Background: an optimization exercise with open tools, aiming at small area. Do not read the settings as production practice.
At most, simulation tests tie the RTL to the original design; equivalence was not proved.
The RTL of runs 3 and 4 was laid out without a check of its function.
Power and IR drop assume default switching activity.

File: design/flow/design.v
`timescale 1ns / 1ps
package sdc_pkg;
   localparam int ACCEL_W      = 16;
   localparam int TIME_W       = 32;
   localparam int THR_W        = 15;
   localparam int INTV_W       = 16;
   localparam int STEP_COUNT_W = 24;
   localparam int CAD_W        = 17;
   localparam int CSR_IDX_W    = 3;
   localparam int CSR_DATA_W   = 16;
   localparam int COUNT_WIDTH_DEF = 24;
   localparam logic [CSR_IDX_W-1:0] CSR_PEAK_THRESHOLD  = 3'd0;
   localparam logic [CSR_IDX_W-1:0] CSR_RELEASE_MARGIN  = 3'd1;
   localparam logic [CSR_IDX_W-1:0] CSR_MIN_INTERVAL_MS = 3'd2;
   localparam logic [CSR_IDX_W-1:0] CSR_MAX_INTERVAL_MS = 3'd3;
   localparam logic [CSR_IDX_W-1:0] CSR_IDLE_TIMEOUT_MS = 3'd4;
   localparam logic [THR_W-1:0]  PEAK_THRESHOLD_RST  = 15'd3072;
   localparam logic [THR_W-1:0]  RELEASE_MARGIN_RST  = 15'd256;
   localparam logic [INTV_W-1:0] MIN_INTERVAL_RST    = 16'd200;
   localparam logic [INTV_W-1:0] MAX_INTERVAL_RST    = 16'd3000;
   localparam logic [INTV_W-1:0] IDLE_TIMEOUT_RST    = 16'd2500;
   localparam int MUL_W  = 17;
   localparam int PROD_W = 32;
   localparam int                 DIV_W     = 24;
   localparam logic [DIV_W-1:0]   DIV_NUMER = 24'd15360000;  
   localparam logic [CAD_W-1:0]   CAD_MAX   = 17'd131071;
   localparam logic [MUL_W-1:0]   W_OLD     = 17'd179;
   localparam logic [MUL_W-1:0]   W_NEW     = 17'd77;
   localparam logic [PROD_W-1:0]  AVG_ROUND = 32'd128;
   typedef struct packed {
      logic busy;
      logic done;
   } sdc_div_stat_type;
endpackage
`timescale 1ns / 1ps
`timescale 1ns / 1ps
module step_detector_cadence_core #(
   parameter int COUNT_WIDTH = 24
) (
   input  logic               clock,
   input  logic               reset,
   input  logic               csr_we,
   input  logic [2:0]         csr_index,
   input  logic [15:0]        csr_wdata,
   input  logic               req_valid,
   output logic               req_stall,
   input  logic signed [15:0] req_accel_x,
   input  logic signed [15:0] req_accel_y,
   input  logic signed [15:0] req_accel_z,
   input  logic [31:0]        req_time_ms,
   input  logic               req_clear_count,
   output logic               rsp_valid,
   input  logic               rsp_stall,
   output logic               rsp_stepped,
   output logic [23:0]        rsp_step_count,
   output logic [16:0]        rsp_cadence
);
   localparam logic [2:0] P_IDLE = 3'd0, P_M1 = 3'd1, P_M2 = 3'd2, P_DL = 3'd3,
                          P_DIV = 3'd4, P_AVG = 3'd5, P_LT = 3'd6, P_DONE = 3'd7;
   logic [14:0] thr_ff, mrg_ff;
   logic [15:0] min_ff, max_ff, idle_ff;
   always_ff @(posedge clock) begin
      if (reset) begin
         thr_ff  <= 15'd3072;
         mrg_ff  <= 15'd256;
         min_ff  <= 16'd200;
         max_ff  <= 16'd3000;
         idle_ff <= 16'd2500;
      end else if (csr_we) begin
         case (csr_index)
            3'd0: thr_ff  <= csr_wdata[14:0];
            3'd1: mrg_ff  <= csr_wdata[14:0];
            3'd2: min_ff  <= csr_wdata;
            3'd3: max_ff  <= csr_wdata;
            3'd4: idle_ff <= csr_wdata;
            default: ;
         endcase
      end
   end
   logic [2:0] ph, ph_nx;
   logic [9:0] cnt;
   wire  [4:0] c    = cnt[4:0];
   wire  [3:0] ii   = cnt[3:0];
   wire  [4:0] kk   = cnt[8:4];
   wire  [5:0] ka   = cnt[9:4];
   wire  [4:0] nn   = cnt[9:5];
   wire        last32 = &c;
   wire        first  = (c == 5'd0);
   wire        mend   = last32 && (cnt[8:5] == 4'hF);
   logic [31:0] L;            
   logic [23:0] C;            
   logic [16:0] D;            
   logic        armed, have_last, hit, rsp_valid_ff;
   logic [16:0] R, Q;
   logic [8:0] acc;
   logic        bw, cc, prev, sub, mlt, sat;
   logic        gt_min, lt_max, gt_idle, gt117;
   wire tb     = req_time_ms[c];
   wire lb     = L[0];
   wire bw_in  = first ? 1'b0 : bw;
   wire db     = tb ^ lb ^ bw_in;
   wire bw_nx  = (~tb & lb) | (~(tb ^ lb) & bw_in);
   localparam logic [6:0] K117 = 7'd117;
   wire minb  = ~c[4] & min_ff[c[3:0]];
   wire maxb  = ~c[4] & max_ff[c[3:0]];
   wire idlb  = ~c[4] & idle_ff[c[3:0]];
   wire k117b = (c < 5'd7) & K117[c[2:0]];
   wire gt_min_nx  = (db != minb)  ? db   : (~first & gt_min);
   wire lt_max_nx  = (db != maxb)  ? maxb : (~first & lt_max);
   wire gt_idle_nx = (db != idlb)  ? db   : (~first & gt_idle);
   wire gt117_nx   = (db != k117b) ? db   : (~first & gt117);
   wire [4:0] jd     = kk - {1'b0, ii};
   wire       jvalid = (kk >= {1'b0, ii}) && !jd[4];
   wire [3:0] j      = jd[3:0];
   wire [15:0] t16   = {1'b0, thr_ff};
   wire [15:0] m16   = (ph == P_M2) ? {1'b0, mrg_ff} : 16'd0;
   wire xp = req_accel_x[ii] & req_accel_x[j];
   wire yp = req_accel_y[ii] & req_accel_y[j];
   wire zp = req_accel_z[ii] & req_accel_z[j];
   wire [1:0] nxyz = {1'b0, xp} + {1'b0, yp} + {1'b0, zp};
   wire       neg  = (ii == 4'd15) ^ (j == 4'd15);
   wire       ai   = t16[ii] ^ m16[ii];
   wire       aj   = t16[j] ^ m16[j];
   wire       pp   = ai & aj;
   wire       same = (t16[ii] == t16[j]);
   wire       corr = (ph == P_M1) && (kk == 5'd0) && (ii == 4'd0);
   logic [3:0] v_m;
   always_comb begin
      v_m = '0;
      if (jvalid) begin
         v_m = neg ? (4'd0 - {2'b00, nxyz}) : {2'b00, nxyz};
         if (pp) v_m = same ? v_m - 4'd1 : v_m + 4'd1;
      end
      if (corr) v_m = v_m - 4'd1;
   end
   wire rb = sub & ~sat;
   wire dt0 = D[0]  & (ka <= 6'd16);
   wire dt1 = D[16] & (ka >= 6'd1) & (ka <= 6'd17);
   wire dt4 = D[13] & (ka >= 6'd4) & (ka <= 6'd20);
   wire dt5 = D[12] & (ka >= 6'd5) & (ka <= 6'd21);
   wire dt7 = D[10] & (ka >= 6'd7) & (ka <= 6'd23);
   wire qt0 = Q[0]  & (ka <= 6'd16);
   wire qt2 = Q[15] & (ka >= 6'd2) & (ka <= 6'd18);
   wire qt3 = Q[14] & (ka >= 6'd3) & (ka <= 6'd19);
   wire qt6 = Q[11] & (ka >= 6'd6) & (ka <= 6'd22);
   wire cst = (ka == 6'd7) | (rb & ((ka == 6'd0) | (ka == 6'd2) | (ka == 6'd3) | (ka == 6'd6)));
   logic [2:0] v_a;
   always_comb begin
      v_a = '0;
      if (ii == 4'd0)      v_a = 3'(dt0) + 3'(dt1) + 3'(dt4) + 3'(dt5) + 3'(dt7);
      else if (ii == 4'd1) v_a = 3'(qt0) + 3'(qt2) + 3'(qt3) + 3'(qt6) + 3'(cst);
   end
   wire [8:0] v9  = (ph == P_AVG) ? {6'd0, v_a} : {{5{v_m[3]}}, v_m};
   wire [8:0] nxt = acc + v9;
   wire              col_end = (ii == 4'd15);
   wire              obit = nxt[0];
   wire nbit = (nn == 5'd2) | (nn == 5'd3);
   wire da   = first ? nbit : prev;
   wire dbb  = db ^ sub;
   wire dcin = first ? sub : cc;
   wire ds   = da ^ dbb ^ dcin;
   wire dco  = (da & dbb) | (dcin & (da ^ dbb));
   wire upd  = hit & have_last & gt_min_nx & lt_max_nx;
   wire kill = ~hit & gt_idle_nx;
   wire start = (ph == P_IDLE) && req_valid && !rsp_valid_ff && last32;
   wire accept = (ph == P_DONE) && req_valid;
   always_comb begin
      ph_nx = ph;
      case (ph)
         P_IDLE: if (start) ph_nx = P_M1;
         P_M1:   if (mend) ph_nx = P_M2;
         P_M2:   if (mend) ph_nx = P_DL;
         P_DL:   if (last32) ph_nx = upd ? P_DIV : (hit ? P_LT : P_DONE);
         P_DIV:  if (last32 && nn == 5'd17) ph_nx = P_AVG;
         P_AVG:  if (last32 && nn == 5'd16) ph_nx = P_LT;
         P_LT:   if (last32) ph_nx = P_DONE;
         P_DONE: if (accept) ph_nx = P_IDLE;
         default: ph_nx = P_IDLE;
      endcase
   end
   always_ff @(posedge clock) begin
      if (reset) begin
         ph           <= P_IDLE;
         cnt          <= '0;
         rsp_valid_ff <= 1'b0;
         armed        <= 1'b1;
         have_last    <= 1'b0;
      end else begin
         ph       <= ph_nx;
         cnt[4:0] <= cnt[4:0] + 5'd1;
         if (ph_nx != ph) cnt[9:5] <= '0;
         else if (last32) cnt[9:5] <= cnt[9:5] + 5'd1;
         if (rsp_valid_ff && !rsp_stall) rsp_valid_ff <= 1'b0;
         if (accept) begin
            rsp_valid_ff <= 1'b1;
            have_last    <= have_last | hit;
         end
         if (ph == P_M2 && mend) armed <= (mlt & nxt[8]) | (armed & ~hit);
      end
   end
   always_ff @(posedge clock) begin
      if (reset || (start && req_clear_count)) C <= '0;
      else if (ph == P_DL && c < 5'd24) C <= {C[0] ^ cc, C[23:1]};
   end
   always_ff @(posedge clock) begin
      if (reset || (ph == P_DL && last32 && kill)) D <= '0;
      else if (ph == P_AVG && col_end)
         D <= {D[0], D[16:10], ((ka >= 6'd8) && (ka <= 6'd24)) ? obit : D[9], D[8:1]};
   end
   always_ff @(posedge clock) L <= {(ph == P_LT) ? tb : lb, L[31:1]};
   always_ff @(posedge clock) begin
      if (start || (ph == P_M1 && mend) || (ph == P_DIV && ph_nx == P_AVG)) acc <= '0;
      else acc <= col_end ? {nxt[8], nxt[8:1]} : nxt;
   end
   always_ff @(posedge clock) begin
      bw      <= bw_nx;
      prev    <= R[0];
      gt_min  <= gt_min_nx;
      lt_max  <= lt_max_nx;
      gt_idle <= gt_idle_nx;
      gt117   <= gt117_nx;
      if (ph == P_M1 && mend) hit <= armed & ~nxt[8];
      if (ph == P_M1 && mend) mlt <= 1'b0;
      else if (ph == P_M2 && kk == 5'd0 && ai) mlt <= t16[ii];
      if (ph == P_M2 && mend) cc <= hit & ~(&C);
      else if (ph == P_DL) cc <= C[0] & cc;
      else if (ph == P_DIV) cc <= dco;
      if (ph == P_DL && last32) begin
         sat <= ~gt117_nx;
         sub <= 1'b1;
      end else if (ph == P_DIV && c == 5'd16) sub <= ~ds;
   end
   always_ff @(posedge clock) begin
      if (ph == P_DL && last32) R <= 17'd117;
      else if (ph == P_DIV && c <= 5'd16) R <= {ds, R[16:1]};
      if (ph == P_DIV && nn != 5'd0 && c <= 5'd15)
         Q <= {Q[0], first ? (sub | sat) : Q[16], Q[15:1]};
      else if (ph == P_AVG && col_end)
         Q <= {Q[0], Q[16:1]};
   end
   assign req_stall      = (ph != P_DONE);
   assign rsp_valid      = rsp_valid_ff;
   assign rsp_stepped    = hit;
   assign rsp_step_count = C;
   assign rsp_cadence    = D;
endmodule
File: design/flow/run.sh
#!/bin/bash
# synth_recipe.tcl (not shown) runs the flow's synth.tcl, then flattens the netlist and writes it again
# the make line also repeats each setting of config.mk as NAME=value (left out here)
make -C /OpenROAD-flow-scripts/flow DESIGN_CONFIG=/design/flow/config.mk WORK_HOME=/design/flow/orfs CLKGATE_MAP_FILE= SYNTH_SCRIPT=/design/flow/synth_recipe.tcl finish
File: design/flow/config.mk
export PLATFORM = sky130hd
export DESIGN_NAME = step_detector_cadence_core
export DESIGN_NICKNAME = step_detector_cadence_core
export VERILOG_FILES = /design/flow/design.v
export SDC_FILE = /design/flow/constraint.sdc
export NUM_CORES = 4
export LEC_CHECK = 0
export CAP_MARGIN = 20
export CORE_MARGIN = 2
export CORE_UTILIZATION = 40
export SLEW_MARGIN = 20
File: design/flow/constraint.sdc
create_clock -name core_clock -period 9.0 [get_ports {clock}]
set_input_delay 1.8000 -clock core_clock [delete_from_list [all_inputs] [get_ports {clock}]]
set_output_delay 1.8000 -clock core_clock [all_outputs]
set_load 0.01 [all_outputs]
==> results of run 1 <==
[cells in the mapped netlist (9+ instances only)]
master	number
nand4_1	10
a21oi_1	150
dfxtp_1	201
nor3_1	9
o21ai_0	16
fa_1	10
ha_1	30
nor2_1	47
mux4_2	60
nand3b_1	21
xnor2_1	20
mux2i_1	14
edfxtp_1	20
nand3_1	26
clkbuf_1	55
inv_1	28
nand2_1	337
[worst max path at each step]
| stage | end | slack [ps] | depth (start not counted) |
|---|---|---|---|
| after detailed placement | acc[7] | 610 | 24 |
| after floorplan | acc[7] | 1180 | 28 |
| after CTS | acc[7] | 1160 | 24 |
| after global placement | acc[7] | 760 | 24 |
| after global routing | hit | 830 | 24 |
| final | acc[7] | 1140 | 24 |
[per-layer routing]
metal,vias to the layer above,track usage
li1,4448,-
met1,4386,0.285
met2,219,0.317
met3,28,0.0234
met4,0,0.0349
met5,-,0
[through the flow]
| step | util | cell area [um^2] | instances | hold WS (ps) | setup slack, ps |
|---|---|---|---|---|---|
| global route | 0.504 | 13700 | 1705 | 331 | 833 |
| global placement | 0.472 | 12800 | 1661 | 310 | 765 |
| floorplan | - | 11100 | 1205 | 310 | 1180 |
| finish | 0.504 | 13700 | 1705 | 325 | 1140 |
| CTS | 0.504 | 13700 | 1705 | 326 | 1160 |
| detailed placement | 0.472 | 12800 | 1661 | 313 | 607 |
[flip-flops by register name, indices dropped and copies added (netlist names), 3 cells and up]
| signal | cells |
|---|---|
| cnt | 10 |
| thr_ff | 15 |
| ph | 3 |
| C | 24 |
| D | 17 |
| Q | 17 |
| R | 17 |
| min_ff | 16 |
| L | 32 |
| max_ff | 16 |
| mrg_ff | 15 |
| acc | 9 |
| idle_ff | 16 |
[cell usage in the layout (no fill, tap or decap), types with 6 or more instances in the layout]
master             n
clkbuf_16         24
dfxtp_1          199
nand3_1           26
mux4_2            60
nor2_1            46
and2_1             7
fa_1              10
inv_1             28
o21ai_0           16
mux2_2             7
nor3_1             9
nand3b_1          21
nand2b_1           6
a21oi_1          149
nand2_1          337
and3_1             7
xnor2_1           20
clkdlybuf4s50_1  147
clkinv_2           7
buf_4             12
edfxtp_1          20
mux2i_1           14
ha_1              30
nand4_1           10
[cell type report]
class | count | area, um^2 | area share
clock buffer | 30 | 653 | 0.0478
clock inverter | 14 | 219 | 0.0160
inverter | 29 | 109 | 0.00797
multi-input combinational | 879 | 6020 | 0.441
sequential | 221 | 4630 | 0.339
tap | 372 | 465 | 0.0341
timing repair buffer | 160 | 1570 | 0.115
[kinds of logic after synthesis]
kind of cell / count (synthesis) / synth area share
AO/OA/AOI/OAI: 229 / 0.124
XOR/XNOR: 27 / 0.0233
adder cells (fa/ha/maj): 42 / 0.0537
buffers and inverters: 105 / 0.0421
flip-flops: 221 / 0.417
multiplexers: 83 / 0.145
AND/OR/NAND/NOR: 498 / 0.196
[power breakdown]
part	leakage [nW]	switching [mW]	internal, mW
registers	1.81	0.0198	1.04
clock network	0.432	0.410	0.661
logic	2.73	0.248	0.241
total	4.97	0.678	1.94
==> flow_metrics.env, run 1 <==
export IMPL_cts_buffer_depth=3
export IMPL_holdCritStartpoint="L[1]"
export IMPL_post_cts_resized=0
export IMPL_crit_type="primary input to flop"
export IMPL_slowest_stage="fa_1"
export IMPL_crit_chain="clkdlybuf4s50_1, mux4_2, mux4_2, o211a_1, fa_1, inv_1, ha_1, mux2_2, inv_1, fa_1, a211o_1, ha_1, mux2_2, o22ai_1, fa_1, a21o_1, a21oi_1, o21bai_1, a21oi_1, o21bai_1, a21oi_1, xnor2_1, or4b_1, nand3_1"
export IMPL_synth_enable_flop_cells=20
export IMPL_tightest_slew_ps=946
export IMPL_setup_viol=0
export IMPL_io_pins=149
export IMPL_final_max_slew_violation_count=0
export IMPL_ys_warn_count=1
export IMPL_cts_setup_buffers=0
export IMPL_routabilityCongestion=0.812
export IMPL_cts_num_sinks=221
export IMPL_skew_ps=21.3
export IMPL_grt_pass1_wl_um=46200
export IMPL_antenna_found_initial=0
export IMPL_h_tree_depth=1
export IMPL_grt_pass1_vias=8697
export IMPL_start_util=0.410
export IMPL_fillers=2549
export IMPL_crit_buf_inv=3
export IMPL_finalHoldViolCount=0
export IMPL_crit_required_ps=9460
export IMPL_total_power_mw=2.62
export IMPL_synth_area_um2=11100
export IMPL_crit_family="adder cells"
export IMPL_drt_iter0_markers=617
export IMPL_drt_pass1_iterations=4
export IMPL_leakage_nw=4.97
export IMPL_num_rows=60
export IMPL_routed_top_layer="met4"
export IMPL_ant_nets=0
export IMPL_hold_path_class="flop to flop"
export IMPL_status="complete, no violations"
export IMPL_die_area_um2=29100
export IMPL_yosysTopAreaCellShare=0.363
export IMPL_crit_path_start="req_accel_x[7]"
export IMPL_drive_above_1_share=0.104
export IMPL_r2r_start="cnt[4]"
export IMPL_netlist_instances=1205
export IMPL_holdPathStages=0
export IMPL_wl_met1_um=13700
export IMPL_synth_main_ff_cell="dfxtp_1"
export IMPL_hold_end="L[0]"
export IMPL_finalCritPeriodShare=0.873
export IMPL_synth_area_leader_cell="dfxtp_1"
export IMPL_crit_fanout=6
export IMPL_wl_per_cell_um=16.7
export IMPL_yosysUniqueCellTypes=73
export IMPL_grt_overflow_total=0
export IMPL_clock_insertion_delay_worst_skew_ps=530
export IMPL_fp_dieH_um=171
export IMPL_wl_met2_um=13200
export IMPL_drc=0
export IMPL_arrival_ps=8320
export IMPL_reg2reg_depth=29
export IMPL_relSlewSlack=0.367
export IMPL_grt_max_degree=67
export IMPL_slowest_delay_ps=650
export IMPL_cts_tree="yes"
export IMPL_vias=9081
export IMPL_wl_met3_um=1200
export IMPL_startpoint_type="primary input"
export IMPL_cts_hold_buf=0
export IMPL_globalRouteTotalUtil=0.196
export IMPL_core_um2=27100
export IMPL_min_period_ps=7860
export IMPL_drt_wl_total_um=28500
export IMPL_hpwl_um=19500
export IMPL_synth_nets=1350
export IMPL_p_per_area_nw_per_um2=192
export IMPL_die_width_um=171
export IMPL_ff2ff_setup_slack_ps=1340
export IMPL_max_clock_freq_mhz=127
export IMPL_ir_drop_v=0.000135
export IMPL_numPortBuffers=148
export IMPL_avgViaCountPerCell=5.33
export IMPL_cts_buffers=24
export IMPL_synthArstFlopShare=0
export IMPL_fin_nets=1460
export IMPL_seq_area_frac_synth=0.417
export IMPL_synth_seq_cells=221
export IMPL_antenna_cells=0
export IMPL_fin_setup_tns_ps=0
export IMPL_synth_area_leaders="dfxtp_1 (36%), mux4_2 (12%), nand2_1 (11%)"
export IMPL_rsz0062_at_grt="false"
export IMPL_cts_root_buf="clkbuf_16"
export IMPL_end_kind="flop"
export IMPL_drv_cap=0
export IMPL_path_clk_slew_ps=60
export IMPL_syn_avg_cell_area_um2=9.21
export IMPL_area_growth_pct=23.1
export IMPL_r2r_end="acc[7]"
==> inputs of run 2 (changes only) <==
--- a/design/flow/design.v
+++ b/design/flow/design.v
@@ -59,23 +59,21 @@
                           P_DIV = 3'd4, P_AVG = 3'd5, P_LT = 3'd6, P_DONE = 3'd7;
    logic [14:0] thr_ff, mrg_ff;
    logic [15:0] min_ff, max_ff, idle_ff;
-   always_ff @(posedge clock) begin
-      if (reset) begin
-         thr_ff  <= 15'd3072;
-         mrg_ff  <= 15'd256;
-         min_ff  <= 16'd200;
-         max_ff  <= 16'd3000;
-         idle_ff <= 16'd2500;
-      end else if (csr_we) begin
-         case (csr_index)
-            3'd0: thr_ff  <= csr_wdata[14:0];
-            3'd1: mrg_ff  <= csr_wdata[14:0];
-            3'd2: min_ff  <= csr_wdata;
-            3'd3: max_ff  <= csr_wdata;
-            3'd4: idle_ff <= csr_wdata;
-            default: ;
-         endcase
-      end
+   localparam logic [15:0] THR_RST = 16'd3072, MRG_RST = 16'd256, MIN_RST = 16'd200,
+                           MAX_RST = 16'd3000, IDLE_RST = 16'd2500;
+   wire [15:0] rmask = {16{reset}};
+   wire [15:0] thr_d  = (csr_wdata & ~rmask) | (THR_RST & rmask);
+   wire [15:0] mrg_d  = (csr_wdata & ~rmask) | (MRG_RST & rmask);
+   wire [15:0] min_d  = (csr_wdata & ~rmask) | (MIN_RST & rmask);
+   wire [15:0] max_d  = (csr_wdata & ~rmask) | (MAX_RST & rmask);
+   wire [15:0] idle_d = (csr_wdata & ~rmask) | (IDLE_RST & rmask);
+   wire        wr     = csr_we & ~reset;
+   always_ff @(posedge clock) begin
+      if (reset || (wr && csr_index == 3'd0)) thr_ff  <= thr_d[14:0];
+      if (reset || (wr && csr_index == 3'd1)) mrg_ff  <= mrg_d[14:0];
+      if (reset || (wr && csr_index == 3'd2)) min_ff  <= min_d;
+      if (reset || (wr && csr_index == 3'd3)) max_ff  <= max_d;
+      if (reset || (wr && csr_index == 3'd4)) idle_ff <= idle_d;
    end
    logic [2:0] ph, ph_nx;
    logic [9:0] cnt;
@@ -91,7 +89,7 @@
    logic [23:0] C;            
    logic [16:0] D;            
    logic        armed, have_last, hit, rsp_valid_ff;
-   logic [16:0] R, Q;
+   logic [16:0] Q;
    logic [8:0] acc;
    logic        bw, cc, prev, sub, mlt, sat;
    logic        gt_min, lt_max, gt_idle, gt117;
@@ -134,29 +132,31 @@
       if (corr) v_m = v_m - 4'd1;
    end
    wire rb = sub & ~sat;
-   wire dt0 = D[0]  & (ka <= 6'd16);
-   wire dt1 = D[16] & (ka >= 6'd1) & (ka <= 6'd17);
-   wire dt4 = D[13] & (ka >= 6'd4) & (ka <= 6'd20);
-   wire dt5 = D[12] & (ka >= 6'd5) & (ka <= 6'd21);
-   wire dt7 = D[10] & (ka >= 6'd7) & (ka <= 6'd23);
-   wire qt0 = Q[0]  & (ka <= 6'd16);
-   wire qt2 = Q[15] & (ka >= 6'd2) & (ka <= 6'd18);
-   wire qt3 = Q[14] & (ka >= 6'd3) & (ka <= 6'd19);
-   wire qt6 = Q[11] & (ka >= 6'd6) & (ka <= 6'd22);
-   wire cst = (ka == 6'd7) | (rb & ((ka == 6'd0) | (ka == 6'd2) | (ka == 6'd3) | (ka == 6'd6)));
-   logic [2:0] v_a;
-   always_comb begin
-      v_a = '0;
-      if (ii == 4'd0)      v_a = 3'(dt0) + 3'(dt1) + 3'(dt4) + 3'(dt5) + 3'(dt7);
-      else if (ii == 4'd1) v_a = 3'(qt0) + 3'(qt2) + 3'(qt3) + 3'(qt6) + 3'(cst);
-   end
-   wire [8:0] v9  = (ph == P_AVG) ? {6'd0, v_a} : {{5{v_m[3]}}, v_m};
+   logic tap;
+   always_comb begin
+      case (ii)
+         4'd0: tap = D[0];
+         4'd1: tap = Q[0];
+         4'd2: tap = D[16];
+         4'd3: tap = Q[15];
+         4'd4: tap = Q[14];
+         4'd5: tap = D[13];
+         4'd6: tap = D[12];
+         4'd7: tap = Q[11];
+         4'd8: tap = D[10];
+         default: tap = 1'b0;
+      endcase
+   end
+   wire [5:0] te  = ka - ((ii == 4'd0) ? 6'd0 : {2'b00, ii} - 6'd1);
+   wire       cst = (ka == 6'd7) | (rb & ((ka == 6'd0) | (ka == 6'd2) | (ka == 6'd3) | (ka == 6'd6)));
+   wire       v_a = (ii == 4'd9) ? cst : (tap & (te <= 6'd16));
+   wire [8:0] v9  = (ph == P_AVG) ? {8'd0, v_a} : {{5{v_m[3]}}, v_m};
    wire [8:0] nxt = acc + v9;
    wire              col_end = (ii == 4'd15);
    wire              obit = nxt[0];
    wire nbit = (nn == 5'd2) | (nn == 5'd3);
    wire da   = first ? nbit : prev;
-   wire dbb  = db ^ sub;
+   wire dbb  = (~c[4] & lb) ^ sub;
    wire dcin = first ? sub : cc;
    wire ds   = da ^ dbb ^ dcin;
    wire dco  = (da & dbb) | (dcin & (da ^ dbb));
@@ -207,14 +207,21 @@
       else if (ph == P_AVG && col_end)
          D <= {D[0], D[16:10], ((ka >= 6'd8) && (ka <= 6'd24)) ? obit : D[9], D[8:1]};
    end
-   always_ff @(posedge clock) L <= {(ph == P_LT) ? tb : lb, L[31:1]};
+   logic lin;
+   always_comb begin
+      if (ph == P_LT) lin = tb;
+      else if (ph == P_DL && hit) lin = c[4] ? ((c < 5'd23) & K117[c[2:0]]) : db;
+      else lin = lb;
+   end
+   always_ff @(posedge clock)
+      L <= {lin, L[31:17], (ph == P_DIV && !c[4]) ? ds : L[16], L[15:1]};
    always_ff @(posedge clock) begin
       if (start || (ph == P_M1 && mend) || (ph == P_DIV && ph_nx == P_AVG)) acc <= '0;
       else acc <= col_end ? {nxt[8], nxt[8:1]} : nxt;
    end
    always_ff @(posedge clock) begin
       bw      <= bw_nx;
-      prev    <= R[0];
+      prev    <= L[16];
       gt_min  <= gt_min_nx;
       lt_max  <= lt_max_nx;
       gt_idle <= gt_idle_nx;
@@ -231,8 +238,6 @@
       end else if (ph == P_DIV && c == 5'd16) sub <= ~ds;
    end
    always_ff @(posedge clock) begin
-      if (ph == P_DL && last32) R <= 17'd117;
-      else if (ph == P_DIV && c <= 5'd16) R <= {ds, R[16:1]};
       if (ph == P_DIV && nn != 5'd0 && c <= 5'd15)
          Q <= {Q[0], first ? (sub | sat) : Q[16], Q[15:1]};
       else if (ph == P_AVG && col_end)
==> design/flow/flow/run.sh (new file) <==
#!/bin/bash
# Standard layout, with two changes: the port buffers are the smallest buffer (buf_1) and
# clock tree synthesis uses clkbuf_4 leaf buffers without dummy loads.
set -euo pipefail
cd "$(dirname "${BASH_SOURCE[0]}")/.."
bash standard.sh synth > synth_flow.log 2>&1
bash standard.sh \
   BUFFER_PORTS_ARGS="-buffer_cell sky130_fd_sc_hd__buf_1" \
   CTS_ARGS="-sink_clustering_enable -repair_clock_nets -dont_use_dummy_load -buf_list sky130_fd_sc_hd__clkbuf_4" \
   finish > layout_flow.log 2>&1
==> design/flow/standard.sh (new file) <==
#!/bin/bash
# synth_recipe.tcl (not shown) runs the flow's synth.tcl, then flattens the netlist and writes it again
# the make line also repeats each setting of config.mk as NAME=value (left out here)
make -C /OpenROAD-flow-scripts/flow DESIGN_CONFIG=/design/flow/config.mk WORK_HOME=/design/flow/orfs CLKGATE_MAP_FILE= SYNTH_SCRIPT=/design/flow/synth_recipe.tcl "${@:-finish}"
removed: design/flow/run.sh
==> run 2 against run 1 <==
  * Final cell count is 17% lower
  * Synthesized area is 6.7% lower
  * Hold slack worse by 13 ps
  * First-iteration DRC count is 31% lower
  * Die area is 6.5% lower
  * Sequential power hardly changed
  * Sequential cell count is 17 lower
  * Cell area is 15% lower
  * Sequential share of layout area is 9.8 points higher
  * Register-to-register slack worse by 280 ps
  * Still clean on timing, DRC and antenna
  * Clock power is 47% lower
  * Non-clock buffer count is 3 higher
==> flow_metrics.env, run 2 <==
export IMPL_numPortBuffers=148
export IMPL_io_pins=149
export IMPL_finalHoldViolCount=0
export IMPL_multi_input_area_um2=4960
export IMPL_crit_type="flop to flop"
export IMPL_num_rows=58
export IMPL_cts_hold_buf=0
export IMPL_skew_ps=91.3
export IMPL_largest_reg_flops=32
export IMPL_fin_setup_tns_ps=0
export IMPL_h_tree_depth=2
export IMPL_synth_area_um2=10400
export IMPL_end_kind="flop"
export IMPL_regMostFlops="L"
export IMPL_drv_cap=0
export IMPL_regArea_um2=5070
export IMPL_core_um2=25300
export IMPL_seqPwrFrac=0.487
export IMPL_drc=0
export IMPL_cts_root_buf="clkbuf_4"
export IMPL_netlist_instances=910
export IMPL_ys_warn_count=1
export IMPL_synth_area_leader_cell="edfxtp_1"
export IMPL_cts_setup_buffers=0
export IMPL_hold_path_class="flop to flop"
export IMPL_setup_viol=0
export IMPL_grt_max_degree=47
export IMPL_die_width_um=165
export IMPL_arrival_ps=8320
export IMPL_critPathMostFrequentCell="o21ai_0"
export IMPL_cts_buffer_depth=3
export IMPL_power_internal_mw=1.55
export IMPL_total_power_mw=2.18
export IMPL_cts_num_sinks=204
export IMPL_synthArstFlopShare=0
export IMPL_path_clk_slew_ps=70
export IMPL_grt_overflow_total=0
export IMPL_combPwrFrac=0.251
export IMPL_p_clk_frac=0.262
export IMPL_drt_pass1_iterations=5
export IMPL_die_area_um2=27200
export IMPL_fin_ws_ps=1060
export IMPL_vias=7603
export IMPL_hpwl_um=17300
export IMPL_drt_iter0_markers=426
export IMPL_max_clock_freq_mhz=126
export IMPL_avgViaCountPerCell=5.40
export IMPL_slowest_stage="fa_1"
export IMPL_final_max_slew_violation_count=0
export IMPL_switchingPower_uw=629
export IMPL_final_common_cell="nand2_1"
export IMPL_yosysUniqueCellTypes=75
export IMPL_antenna_found_initial=1
export IMPL_fillers=2421
export IMPL_crit_required_ps=9380
export IMPL_seq_area_frac_synth=0.489
export IMPL_synth_nets=1054
export IMPL_drt_wl_total_um=24400
export IMPL_slowest_delay_ps=620
export IMPL_synth_main_ff_cell="dfxtp_1"
export IMPL_post_cts_resized=0
export IMPL_leakage_nw=4.09
export IMPL_grt_pass1_wl_um=39200
export IMPL_status="complete, no violations"
export IMPL_grt_pass1_vias=7577
export IMPL_synthTopCellsByCount="nand2_1 (149), dfxtp_1 (106), edfxtp_1 (98), a21oi_1 (76), mux4_2 (58)"
export IMPL_switching_share=0.288
export IMPL_tightest_slew_ps=881
export IMPL_globalRouteTotalUtil=0.185
export IMPL_postLayoutCoreUtil=0.459
export IMPL_synth_enable_flop_cells=98
export IMPL_p_per_area_nw_per_um2=188
export IMPL_cts_tree="yes"
export IMPL_ant_nets=0
export IMPL_mostFrequentLayoutCells="nand2_1 (149), buf_1 (147), dfxtp_1 (104)"
export IMPL_ir_drop_v=0.000110
export IMPL_fp_dieH_um=165
export IMPL_yosysTopAreaCellShare=0.284
export IMPL_reg_top3="L: 32 flops, C: 24 flops"
export IMPL_syn_avg_cell_area_um2=11.4
export IMPL_wl_per_cell_um=17.3
export IMPL_drive_above_1_share=0.149
export IMPL_synth_seq_cells=204
export IMPL_startpoint_type="flop"
export IMPL_rsz0062_at_grt="false"
export IMPL_finalCritPeriodShare=0.883
export IMPL_crit_fanout=8
export IMPL_clock_insertion_delay_worst_skew_ps=630
export IMPL_relSlewSlack=0.413
export IMPL_cts_buffers=51
export IMPL_start_util=0.409
export IMPL_synth_area_leaders="edfxtp_1 (28%), dfxtp_1 (20%), mux4_2 (13%)"
export IMPL_min_period_ps=7940
export IMPL_area_growth_pct=12.1
export IMPL_routabilityCongestion=0.838
export IMPL_fin_nets=1223
export IMPL_dp_slack_ps=487
export IMPL_yosysMostFrequentCell="nand2_1"
==> run 2: cell count changes after synthesis, moves of 6 or more <==
cell      previous run  this run
nor2_1              47        57
or2_2                3        11
dfxtp_1            201       106
nand3_1             26        10
edfxtp_1            20        98
o21ai_0             16        27
a21oi_1            150        76
clkbuf_1            55        27
nand2_1            337       149
nor2b_1              5        24
nand3b_1            21         1
buf_2                7        13
==> run 2: kinds of logic after synthesis <==
kind of cell,share of synthesized area
flops,0.489
other cells,0.000362
fa+ha+maj,0.0534
xor+xnor,0.0226
buf+inv,0.0320
simple gates,0.139
compound gates,0.0997
mux,0.164
==> run 2: power by group through the flow <==
| stage | clock (mW) | combinational, mW | sequential [mW] |
|---|---|---|---|
| global placement | 0 | 0.543 | 1.08 |
| CTS | 0.603 | 0.552 | 1.06 |
| floorplan | 0 | 0.435 | 1.08 |
| global route | 0.646 | 0.623 | 1.07 |
| detailed placement | 0 | 0.550 | 1.08 |
| finish | 0.572 | 0.548 | 1.06 |
==> run 2: through the flow <==
stage	hold slack, ps	area, um^2	cells
5_1_grt	309	11600	1408
3_3_place_gp	312	11200	1356
6_report	312	11600	1408
2_1_floorplan	310	10400	910
3_5_place_dp	312	11200	1356
4_1_cts	320	11600	1407
==> run 2: path summary, 6_finish.rpt <==
path,start,endpoint,slack (ps),cells after the start
hold / removal,L[28],L[27],310,0
setup / recovery,cnt[2],hit,1060,32
setup reg to reg,cnt[2],hit,1060,32
hold reg to reg,L[28],L[27],310,0
==> run 2: layer usage <==
| metal | track usage | wire length [um] | vias up |
|---|---|---|---|
| met5 | 0 | 0 | - |
| met4 | 0.0668 | 573 | 0 |
| met3 | 0.0392 | 1380 | 49 |
| met2 | 0.289 | 11200 | 227 |
| met1 | 0.254 | 11200 | 3651 |
| li1 | - | - | 3676 |
==> run 2: layout make-up <==
cell class | count | area share
diodes | 1 | 0.000215
inverters | 31 | 0.0100
multi-input cells | 628 | 0.427
well taps | 330 | 0.0355
repair buffers | 163 | 0.0576
flip-flops and latches | 204 | 0.436
clock buffers | 51 | 0.0330
==> run 2: worst max-delay path: cells and delay by family (launching register included) <==
family	cells	cell delay, ps
and+or+nand+nor	10	1430
DFF	1	350
AOI/OAI and AO/OA	11	2430
muxes	2	490
buffers and inverters	3	470
adders and majority gates	6	2610
==> inputs of run 3 (changes only) <==
--- a/design/flow/design.v
+++ b/design/flow/design.v
@@ -148,8 +148,7 @@
       endcase
    end
    wire [5:0] te  = ka - ((ii == 4'd0) ? 6'd0 : {2'b00, ii} - 6'd1);
-   wire       cst = (ka == 6'd7) | (rb & ((ka == 6'd0) | (ka == 6'd2) | (ka == 6'd3) | (ka == 6'd6)));
-   wire       v_a = (ii == 4'd9) ? cst : (tap & (te <= 6'd16));
+   wire       v_a = tap & (te <= 6'd16);
    wire [8:0] v9  = (ph == P_AVG) ? {8'd0, v_a} : {{5{v_m[3]}}, v_m};
    wire [8:0] nxt = acc + v9;
    wire              col_end = (ii == 4'd15);
@@ -216,7 +215,8 @@
    always_ff @(posedge clock)
       L <= {lin, L[31:17], (ph == P_DIV && !c[4]) ? ds : L[16], L[15:1]};
    always_ff @(posedge clock) begin
-      if (start || (ph == P_M1 && mend) || (ph == P_DIV && ph_nx == P_AVG)) acc <= '0;
+      if (start || (ph == P_M1 && mend)) acc <= '0;
+      else if (ph == P_DIV && ph_nx == P_AVG) acc <= {2'b01, rb, 2'b00, rb, rb, 1'b0, rb};
       else acc <= col_end ? {nxt[8], nxt[8:1]} : nxt;
    end
    always_ff @(posedge clock) begin
--- a/design/flow/flow/run.sh
+++ b/design/flow/flow/run.sh
@@ -6,5 +6,5 @@
 bash standard.sh synth > synth_flow.log 2>&1
 bash standard.sh \
    BUFFER_PORTS_ARGS="-buffer_cell sky130_fd_sc_hd__buf_1" \
-   CTS_ARGS="-sink_clustering_enable -repair_clock_nets -dont_use_dummy_load -buf_list sky130_fd_sc_hd__clkbuf_4" \
+   CTS_ARGS="-sink_clustering_enable -repair_clock_nets -dont_use_dummy_load -buf_list sky130_fd_sc_hd__clkbuf_2" \
    finish > layout_flow.log 2>&1
==> run 3 against run 2 <==
  * Critical endpoint unchanged
  * Still clean on timing, DRC and antenna
  * Sequential cell count unchanged
  * Die area up 0.59%
  * First-iteration DRC count up 25%
  * Wire length down 0.33%
  * Synthesized cell count unchanged
  * Highest routed layer is now met5
  * Sequential power about the same
  * Largest cell class unchanged
  * Sequential share of layout area up 0.44 points
  * Via count up 0.22%
==> flow_metrics.env, run 3 <==
export IMPL_status="complete, no violations"
export IMPL_syn_avg_cell_area_um2=11.5
export IMPL_final_max_slew_violation_count=0
export IMPL_crit_fanout=22
export IMPL_skew_ps=110
export IMPL_grt_pass1_vias=7464
export IMPL_numPortBuffers=148
export IMPL_tightest_slew_ps=1070
export IMPL_grt_overflow_total=0
export IMPL_fin_nets=1219
export IMPL_avgViaCountPerCell=5.41
export IMPL_synth_area_leader_cell="edfxtp_1"
export IMPL_hold_path_class="flop to flop"
export IMPL_wl_per_cell_um=17.2
export IMPL_synth_area_leaders="edfxtp_1 (28%), dfxtp_1 (20%), mux4_2 (14%)"
export IMPL_relSlewSlack=0.288
export IMPL_ir_drop_v=0.0000875
export IMPL_synth_area_um2=10400
export IMPL_area_growth_pct=10.4
export IMPL_post_cts_resized=0
export IMPL_drv_cap=0
export IMPL_yosysUniqueCellTypes=90
export IMPL_slowest_stage="fa_1"
export IMPL_globalRouteTotalUtil=0.182
export IMPL_min_period_ps=8130
export IMPL_crit_type="flop to flop"
export IMPL_mostFrequentLayoutCells="buf_1 (147), nand2_1 (137), dfxtp_1 (104)"
export IMPL_netlist_instances=910
export IMPL_io_pins=149
export IMPL_grtUsageMet2=0.293
export IMPL_drt_wl_total_um=24300
export IMPL_grt_pass1_wl_um=39000
export IMPL_arrival_ps=8610
export IMPL_reg_top3="L: 32 flops, C: 24 flops"
export IMPL_dp_slack_ps=877
export IMPL_yosysMostFrequentCell="nand2_1"
export IMPL_drt_pass1_iterations=5
export IMPL_grt_max_degree=49
export IMPL_end_kind="flop"
export IMPL_synth_enable_flop_cells=98
export IMPL_finalCritPeriodShare=0.904
export IMPL_h_tree_depth=2
export IMPL_p_per_area_nw_per_um2=183
export IMPL_fin_ws_ps=867
export IMPL_yosysTopAreaCellShare=0.282
export IMPL_setup_viol=0
export IMPL_die_width_um=165
export IMPL_cts_buffers=52
export IMPL_startpoint_type="flop"
export IMPL_rsz0062_at_grt="false"
export IMPL_cts_tree="yes"
export IMPL_antenna_found_initial=2
export IMPL_synth_seq_cells=204
export IMPL_fp_dieH_um=165
export IMPL_largest_reg_flops=32
export IMPL_grt_busiest_layer="met2"
export IMPL_vias=7620
export IMPL_start_util=0.403
export IMPL_synthTopCellsByCount="nand2_1 (137), dfxtp_1 (106), edfxtp_1 (98), a21oi_1 (78), mux4_2 (63)"
export IMPL_total_power_mw=2.10
export IMPL_core_um2=25800
export IMPL_cts_hold_buf=0
export IMPL_die_area_um2=27400
export IMPL_path_clk_slew_ps=100
export IMPL_hpwl_um=17300
export IMPL_crit_required_ps=9470
export IMPL_drt_iter0_markers=531
export IMPL_final_common_cell="buf_1"
export IMPL_cts_root_buf="clkbuf_2"
export IMPL_fin_setup_tns_ps=0
export IMPL_slowest_delay_ps=630
export IMPL_synth_main_ff_cell="dfxtp_1"
export IMPL_finalHoldViolCount=0
export IMPL_gr_usage_met1=0.249
export IMPL_drc=0
export IMPL_cts_num_sinks=204
export IMPL_ys_warn_count=1
export IMPL_cts_setup_buffers=0
export IMPL_routabilityCongestion=0.833
export IMPL_ant_nets=0
export IMPL_regMostFlops="L"
export IMPL_max_clock_freq_mhz=123
export IMPL_clock_insertion_delay_worst_skew_ps=800
export IMPL_use_met3=0.0365
export IMPL_seq_area_frac_synth=0.486
export IMPL_synth_nets=1054
export IMPL_leakage_nw=4.03
export IMPL_drive_above_1_share=0.162
export IMPL_num_rows=59
export IMPL_cts_buffer_depth=3
export IMPL_synthArstFlopShare=0
## run 3: report_power, final
| part | switching (mW) | internal (mW) | leakage [nW] |
|---|---|---|---|
| clock network | 0.319 | 0.150 | 0.216 |
| registers | 0.0245 | 1.04 | 1.81 |
| logic | 0.298 | 0.265 | 2.01 |
| total | 0.641 | 1.46 | 4.03 |
## run 3: kinds of logic after synthesis
family                   count (synthesis)  share of synthesized area
AND/OR/NAND/NOR                        313                      0.144
flip-flops                             204                      0.486
AO/OA/AOI/OAI                          168                      0.103
multiplexers                            82                      0.156
buffers and inverters                   77                     0.0348
adder cells (fa/ha/maj)                 41                     0.0531
XOR/XNOR                                24                     0.0223
other                                    1                   0.000360
## run 3: through the flow
step	hold WS, ps	instance area [um^2]	cells	utilization
4_1_cts	264	11500	1408	0.445
3_3_place_gp	312	11200	1356	0.435
3_5_place_dp	312	11200	1356	0.435
6_report	301	11500	1409	0.445
5_1_grt	284	11500	1409	0.445
2_1_floorplan	310	10400	910	-
## run 3: path summary, 6_finish.rpt
kind / start / endpoint / slack, ps / cells after the start
worst max-delay path: cnt[4] / hit / 870 / 30
worst min-delay path: L[31] / L[30] / 300 / 0
worst max register to register: cnt[4] / hit / 870 / 30
worst min register to register: L[31] / L[30] / 300 / 0
## run 3: layout make-up
type                    instances  area [um^2]
diodes                          1         2.50
inverters                      31          116
repair buffers                157          624
multi-input cells             629         5010
clock buffers                  52          260
well taps                     335          419
flip-flops and latches        204         5070
fillers                      2519        14300
## run 3: metal layers
metal,up-vias,wire (um)
met1,3679,11100
met2,215,11400
met3,45,1270
met4,2,502
li1,3679,-
met5,-,13
## run 3: worst max-delay path: cells and delay by family, from the launching register on
kind,cells,cell delay (ps)
adders and majority gates,7,2860
AOI/OAI and AO/OA,8,1320
and+or+nand+nor,7,1120
muxes,2,1020
buffers and inverters,5,930
DFF,1,480
xor gates and xnor gates,1,160
==> inputs of run 4 (changes only) <==
--- a/design/flow/flow/run.sh
+++ b/design/flow/flow/run.sh
@@ -6,5 +6,5 @@
 bash standard.sh synth > synth_flow.log 2>&1
 bash standard.sh \
    BUFFER_PORTS_ARGS="-buffer_cell sky130_fd_sc_hd__buf_1" \
-   CTS_ARGS="-sink_clustering_enable -repair_clock_nets -dont_use_dummy_load -buf_list sky130_fd_sc_hd__clkbuf_2" \
+   CTS_ARGS="-sink_clustering_enable -repair_clock_nets -dont_use_dummy_load -buf_list sky130_fd_sc_hd__clkbuf_8" \
    finish > layout_flow.log 2>&1
==> run 4 against run 3 <==
  * Clock skew shrank 69 ps
  * Wire length shrank 0.56%
  * Synthesized area is the same
  * Cell area grew 2.0%
  * Register-to-register slack is essentially flat
  * Utilization grew 0.90 points
  * Die area is the same
  * First-iteration DRC count grew 7.9%
  * Setup slack gained 7.1 ps
  * Total power grew 10%
  * Final cell count shrank 1.2%
  * Highest routed layer unchanged
==> flow_metrics.env, run 4 <==
export IMPL_status="complete, no violations"
export IMPL_syn_avg_cell_area_um2=11.5
export IMPL_globalRouteTotalUtil=0.182
export IMPL_final_area_um2=11700
export IMPL_power_internal_mw=1.67
export IMPL_seq_area_frac_synth=0.486
export IMPL_grt_max_degree=49
export IMPL_numPlacedInstances=1356
export IMPL_hpwl_um=17300
export IMPL_netlist_instances=910
export IMPL_cts_root_buf="clkbuf_8"
export IMPL_ir_drop_v=0.000112
export IMPL_yosysTopAreaCellShare=0.282
export IMPL_finalHoldViolCount=0
export IMPL_switchingPower_uw=646
export IMPL_start_util=0.403
export IMPL_cts_buffer_depth=3
export IMPL_hold_path_class="flop to flop"
export IMPL_slowest_delay_ps=630
export IMPL_drt_iter0_markers=573
export IMPL_die_area_um2=27400
export IMPL_wl_per_cell_um=17.3
export IMPL_core_um2=25800
export IMPL_antenna_found_initial=1
export IMPL_end_kind="flop"
export IMPL_final_common_cell="buf_1"
export IMPL_leakage_nw=4.07
export IMPL_total_power_mw=2.31
export IMPL_yosysMostFrequentCell="nand2_1"
export IMPL_rsz0062_at_grt="false"
export IMPL_synth_seq_cells=204
export IMPL_synthArstFlopShare=0
export IMPL_synth_area_leaders="edfxtp_1 (28%), dfxtp_1 (20%), mux4_2 (14%)"
export IMPL_drt_wl_total_um=24200
export IMPL_cts_tree="yes"
export IMPL_place_area_um2=11200
export IMPL_grt_pass1_vias=7282
export IMPL_synth_main_ff_cell="dfxtp_1"
export IMPL_cts_hold_buf=0
export IMPL_finalCritPeriodShare=0.903
export IMPL_slowest_stage="fa_1"
export IMPL_stdcell_count=1392
export IMPL_p_per_area_nw_per_um2=197
export IMPL_num_rows=59
export IMPL_combPwrFrac=0.244
export IMPL_final_max_slew_violation_count=0
export IMPL_grt_overflow_total=0
export IMPL_p_clk_frac=0.292
export IMPL_routabilityCongestion=0.833
export IMPL_synth_area_leader_cell="edfxtp_1"
export IMPL_fin_nets=1203
export IMPL_synth_enable_flop_cells=98
export IMPL_cts_setup_buffers=0
export IMPL_max_clock_freq_mhz=123
export IMPL_crit_fanout=22
export IMPL_post_cts_resized=0
export IMPL_antenna_cells=0
export IMPL_area_growth_pct=12.6
export IMPL_drt_pass1_iterations=5
export IMPL_fp_dieH_um=165
export IMPL_synth_nets=1054
export IMPL_yosysUniqueCellTypes=90
export IMPL_ys_warn_count=1
export IMPL_regMostFlops="L"
export IMPL_fin_setup_tns_ps=0
export IMPL_synthTopCellsByCount="nand2_1 (137), dfxtp_1 (106), edfxtp_1 (98), a21oi_1 (78), mux4_2 (63)"
export IMPL_synth_area_um2=10400
export IMPL_crit_buf_inv=5
export IMPL_reg_top3="L: 32 flops, C: 24 flops"
export IMPL_relSlewSlack=0.284
export IMPL_crit_family="adder cells"
export IMPL_largest_reg_flops=32
export IMPL_arrival_ps=8380
export IMPL_io_pins=149
export IMPL_switching_share=0.279
export IMPL_drv_cap=0
export IMPL_setup_viol=0
export IMPL_ant_nets=0
export IMPL_drc=0
export IMPL_vias=7546
export IMPL_tightest_slew_ps=1070
export IMPL_cts_buffers=36
export IMPL_skew_ps=40.7
export IMPL_min_period_ps=8130
export IMPL_startpoint_type="flop"
export IMPL_clock_insertion_delay_worst_skew_ps=530
export IMPL_cts_num_sinks=204
export IMPL_crit_required_ps=9260
export IMPL_mostFrequentLayoutCells="buf_1 (147), nand2_1 (137), dfxtp_1 (104)"
export IMPL_crit_type="flop to flop"
export IMPL_drive_above_1_share=0.149
export IMPL_grt_pass1_wl_um=38700
export IMPL_h_tree_depth=2
export IMPL_numPortBuffers=148
export IMPL_die_width_um=165
export IMPL_path_clk_slew_ps=60
export IMPL_avgViaCountPerCell=5.42
export IMPL_seqPwrFrac=0.464
-- run 4: layer usage --
layer	wire length, um	track usage	vias up
met5	13	0	-
met3	1210	0.0400	47
met4	556	0.0490	2
met2	11200	0.291	187
li1	-	-	3625
met1	11200	0.250	3685
-- run 4: layout make-up --
type / count / area (um^2)
Clock buffer: 36 / 495
Multi-Input combinational cell: 629 / 5010
Inverter: 31 / 116
Sequential cell: 204 / 5070
Fill cell: 2476 / 14100
Timing Repair Buffer: 157 / 624
Tap cell: 335 / 419
-- run 4: worst paths after layout --
| path | end | cells past startpoint | from | slack (ps) |
|---|---|---|---|---|
| hold reg to reg | L[10] | 0 | L[11] | 310 |
| setup / recovery | hit | 30 | cnt[4] | 870 |
| setup reg to reg | hit | 30 | cnt[4] | 870 |
| hold / removal | L[10] | 0 | L[11] | 310 |
-- run 4: metrics by stage --
stage | utilization | hold WS (ps) | setup slack, ps
after floorplan | - | 310 | 1030
after global placement | 0.435 | 312 | 977
after detailed placement | 0.435 | 312 | 877
after CTS | 0.454 | 310 | 847
after global routing | 0.454 | 319 | 263
final | 0.454 | 307 | 874
-- run 4: kinds of logic (layout without fill, tap and decap cells) --
logic type,Yosys count,after routing,share of synthesized area
compound gates,168,168,0.103
xor+xnor,24,24,0.0223
fa+ha+maj,41,41,0.0531
buf+inv,77,224,0.0348
flops,204,204,0.486
mux,82,82,0.156
other cells,1,1,0.000360
simple gates,313,313,0.144
-- run 4: power by group through the flow --
stage | Clock (mW) | Combinational, mW | Sequential (mW)
floorplan | 0 | 0.450 | 1.08
global placement | 0 | 0.560 | 1.09
detailed placement | 0 | 0.565 | 1.09
CTS | 0.703 | 0.568 | 1.07
global route | 0.741 | 0.629 | 1.08
finish | 0.676 | 0.563 | 1.07
==> inputs of run 5 (changes only) <==
--- a/design/flow/design.v
+++ b/design/flow/design.v
@@ -148,7 +148,8 @@
       endcase
    end
    wire [5:0] te  = ka - ((ii == 4'd0) ? 6'd0 : {2'b00, ii} - 6'd1);
-   wire       v_a = tap & (te <= 6'd16);
+   wire       cst = (ka == 6'd7) | (rb & ((ka == 6'd0) | (ka == 6'd2) | (ka == 6'd3) | (ka == 6'd6)));
+   wire       v_a = (ii == 4'd9) ? cst : (tap & (te <= 6'd16));
    wire [8:0] v9  = (ph == P_AVG) ? {8'd0, v_a} : {{5{v_m[3]}}, v_m};
    wire [8:0] nxt = acc + v9;
    wire              col_end = (ii == 4'd15);
@@ -215,8 +216,7 @@
    always_ff @(posedge clock)
       L <= {lin, L[31:17], (ph == P_DIV && !c[4]) ? ds : L[16], L[15:1]};
    always_ff @(posedge clock) begin
-      if (start || (ph == P_M1 && mend)) acc <= '0;
-      else if (ph == P_DIV && ph_nx == P_AVG) acc <= {2'b01, rb, 2'b00, rb, rb, 1'b0, rb};
+      if (start || (ph == P_M1 && mend) || (ph == P_DIV && ph_nx == P_AVG)) acc <= '0;
       else acc <= col_end ? {nxt[8], nxt[8:1]} : nxt;
    end
    always_ff @(posedge clock) begin
==> design/flow/run.sh (new file) <==
#!/bin/bash
# synth_recipe.tcl (not shown) runs the flow's synth.tcl, then flattens the netlist and writes it again
# the make line also repeats each setting of config.mk as NAME=value (left out here)
make -C /OpenROAD-flow-scripts/flow DESIGN_CONFIG=/design/flow/config.mk WORK_HOME=/design/flow/orfs CLKGATE_MAP_FILE= SYNTH_SCRIPT=/design/flow/synth_recipe.tcl finish
removed: design/flow/flow/run.sh
removed: design/flow/standard.sh
==> run 5 against run 4 <==
  * Die area decreased by 0.59%
  * Via count decreased by 1.7%
  * Synthesized cell count unchanged
  * Global-route usage increased by 0.67 points
  * Wire length increased by 2.8%
  * Combinational power increased by 3%
  * Cell area increased by 11%
  * Critical endpoint unchanged
  * Still clean
  * Largest power group unchanged
==> flow_metrics.env, run 5 <==
export IMPL_cts_root_buf="clkbuf_16"
export IMPL_yosysMostFrequentCell="nand2_1"
export IMPL_synth_main_ff_cell="dfxtp_1"
export IMPL_combPwrFrac=0.221
export IMPL_rsz0062_at_grt="false"
export IMPL_path_clk_slew_ps=60
export IMPL_cts_tree="yes"
export IMPL_syn_avg_cell_area_um2=11.4
export IMPL_synth_area_leaders="edfxtp_1 (28%), dfxtp_1 (20%), mux4_2 (13%)"
export IMPL_synth_seq_cells=204
export IMPL_drt_wl_total_um=24800
export IMPL_largest_reg_flops=32
export IMPL_vias=7420
export IMPL_switching_share=0.265
export IMPL_crit_type="primary input to flop"
export IMPL_num_rows=58
export IMPL_drt_iter0_markers=391
export IMPL_skew_ps=10.8
export IMPL_multi_input_area_um2=4960
export IMPL_synth_area_leader_cell="edfxtp_1"
export IMPL_tightest_slew_ps=858
export IMPL_cts_buffers=23
export IMPL_min_period_ps=8450
export IMPL_hpwl_um=17800
export IMPL_arrival_ps=8730
export IMPL_p_clk_frac=0.376
export IMPL_dp_slack_ps=73.8
export IMPL_cts_hold_buf=0
export IMPL_power_internal_mw=1.94
export IMPL_ant_nets=0
export IMPL_die_width_um=165
export IMPL_seqPwrFrac=0.403
export IMPL_synth_nets=1054
export IMPL_drv_cap=0
export IMPL_yosysUniqueCellTypes=75
export IMPL_switchingPower_uw=699
export IMPL_synthArstFlopShare=0
export IMPL_h_tree_depth=1
export IMPL_cts_num_sinks=204
export IMPL_fp_dieH_um=165
export IMPL_io_pins=149
export IMPL_crit_fanout=5
export IMPL_cts_setup_buffers=0
export IMPL_fillers=2196
export IMPL_antenna_cells=0
export IMPL_crit_path_start="req_accel_x[15]"
export IMPL_crit_end="hit"
export IMPL_max_clock_freq_mhz=118
export IMPL_drive_above_1_share=0.140
export IMPL_regMostFlops="L"
export IMPL_relSlewSlack=0.428
export IMPL_ir_drop_v=0.000172
export IMPL_fin_setup_tns_ps=0
export IMPL_grt_pass1_wl_um=40100
export IMPL_numPortBuffers=148
export IMPL_cts_buffer_depth=3
export IMPL_drt_pass1_iterations=4
export IMPL_netlist_instances=910
export IMPL_crit_required_ps=9280
export IMPL_yosysTopAreaCellShare=0.284
export IMPL_slowest_stage="fa_1"
export IMPL_fin_nets=1195
export IMPL_reg_top3="L: 32 flops, C: 24 flops"
export IMPL_r2r_end="hit"
export IMPL_regArea_um2=5070
export IMPL_finalHoldViolCount=0
export IMPL_die_area_um2=27200
export IMPL_grt_max_degree=47
export IMPL_ff2ff_setup_slack_ps=860
export IMPL_routabilityCongestion=0.804
export IMPL_numPlacedInstances=1356
export IMPL_startpoint_type="primary input"
export IMPL_status="complete, no violations"
export IMPL_synth_area_um2=10400
export IMPL_end_kind="flop"
export IMPL_ys_warn_count=1
export IMPL_synthTopCellsByCount="nand2_1 (149), dfxtp_1 (106), edfxtp_1 (98), a21oi_1 (76), mux4_2 (58)"
export IMPL_antenna_found_initial=0
export IMPL_drc=0
export IMPL_final_max_slew_violation_count=0
export IMPL_finalCritPeriodShare=0.939
export IMPL_grt_overflow_total=0
export IMPL_hold_path_class="flop to flop"
export IMPL_grt_pass1_vias=7329
export IMPL_setup_viol=0
export IMPL_stdcell_count=1398
export IMPL_p_per_area_nw_per_um2=203
export IMPL_slowest_delay_ps=640
export IMPL_fin_ws_ps=550
export IMPL_final_common_cell="nand2_1"
export IMPL_area_growth_pct=25.3
export IMPL_core_um2=25300
export IMPL_r2r_start="cnt[4]"
export IMPL_avgViaCountPerCell=5.31
export IMPL_reg2reg_depth=35
export IMPL_postLayoutCoreUtil=0.513
export IMPL_clock_insertion_delay_worst_skew_ps=520
export IMPL_wl_per_cell_um=17.8
export IMPL_hold_ws_ps=325
export IMPL_globalRouteTotalUtil=0.188
export IMPL_seq_area_frac_synth=0.489
export IMPL_leakage_nw=4.65
export IMPL_synth_enable_flop_cells=98
export IMPL_mostFrequentLayoutCells="nand2_1 (149), clkdlybuf4s50_1 (147), dfxtp_1 (103)"
export IMPL_start_util=0.409
-- run 5: cell types whose count changed in the layout (fill, tap and decap cells not counted), moves of 5 or more --
cell | previous run | this run
clkdlybuf4s50_1 | 0 | 147
buf_4 | 9 | 15
clkbuf_8 | 36 | 3
nand2_1 | 137 | 149
clkinv_2 | 0 | 5
clkbuf_16 | 0 | 26
mux4_2 | 63 | 58
mux4_1 | 1 | 6
buf_1 | 147 | 0
-- run 5: what timing repair did --
action	4_1_cts	5_1_grt
gates resized for setup	0	1
endpoints found under the hold margin	0	0
endpoints found under the setup margin	0	1
-- run 5: power groups by stage --
stage / combinational, mW / sequential [mW] / clock [mW]
2_1_floorplan: 0.435 / 1.08 / 0
3_3_place_gp: 0.576 / 1.08 / 0
3_5_place_dp: 0.583 / 1.08 / 0
4_1_cts: 0.586 / 1.06 / 1.02
5_1_grt: 0.647 / 1.07 / 1.06
6_report: 0.582 / 1.06 / 0.993
-- run 5: layout make-up --
type                    instances  share of cell area
clock inverters                10             0.00983
repair buffers                163               0.122
multi-input cells             628               0.382
well taps                     330              0.0318
clock buffers                  32              0.0542
inverters                      31             0.00896
flip-flops and latches        204               0.390
-- run 5: per-layer routing --
metal | global-route usage | wire length [um] | vias up
met4 | 0.0427 | 552 | 0
met3 | 0.0311 | 1020 | 44
li1 | - | - | 3643
met5 | 0 | 0 | -
met2 | 0.303 | 11500 | 174
met1 | 0.268 | 11800 | 3559
-- run 5: worst min path at each step --
stage	from	endpoint	slack, ps	depth (start not counted)
after global placement	L[5]	L[4]	310	0
after CTS	L[1]	L[0]	330	0
after floorplan	L[1]	L[0]	310	0
final	L[19]	L[18]	320	0
after detailed placement	L[27]	L[26]	310	0
after global routing	L[2]	L[1]	330	0
-- run 5: kinds of logic after synthesis --
kind of cell / count (synthesis) / share of synthesized area
simple gates: 310 / 0.139
xor+xnor: 25 / 0.0226
mux: 86 / 0.164
other cells: 1 / 0.000362
flops: 204 / 0.489
buf+inv: 78 / 0.0320
compound gates: 165 / 0.0997
fa+ha+maj: 41 / 0.0534
-- run 5: through the flow --
stage / power, mW / instance area, um^2
after floorplan: 1.51 / 10400
after global placement: 1.66 / 12100
after detailed placement: 1.67 / 12100
after CTS: 2.67 / 13000
after global routing: 2.78 / 13000
final: 2.64 / 13000
-- run 5: worst max-delay path, delay by kind of cell --
kind	cells	cell delay [ps]
adder cells (fa/ha/maj)	4	1660
buffers and inverters	4	770
multiplexers	2	980
XOR/XNOR	1	180
AO/OA/AOI/OAI	10	1860
AND/OR/NAND/NOR	9	1500

-- afterwards: timing with drivers on the ports --
The flow's constraints put no driver on any port. The routed layouts listed below were extracted and timed again, unchanged, in two steps.
Step 1 assumes that a clkbuf_16 drives the clock port and a buf_2 every other input.
Step 2 also shifts input and output timing later by t, the mid clock arrival at the registers, as if the neighbouring blocks saw the same clock.
Slacks: ideal ports / drivers / drivers and shift; pairs: ideal ports / drivers.
run	shift t [ns]	slack for setup (ns)	worst setup path at the end	clock arrival spread, ns
run 1	0.566	1.139 / 1.165 / 0.599	input to register	0.022 / 0.023
run 2	0.631	1.057 / 1.057 / 0.474	input to register	0.103 / 0.103
run 3	0.785	0.867 / 0.867 / 0.867	register to register	0.111 / 0.110
run 4	0.547	0.874 / 0.874 / 0.874	register to register	0.055 / 0.055
run 5	0.561	0.550 / 0.572 / 0.011	input to register	0.012 / 0.012
After both steps setup and hold are still met in every run listed. For run 2, which loses most, drivers alone change the setup slack by 0.000 ns; drivers and shift together by -0.583 ns.
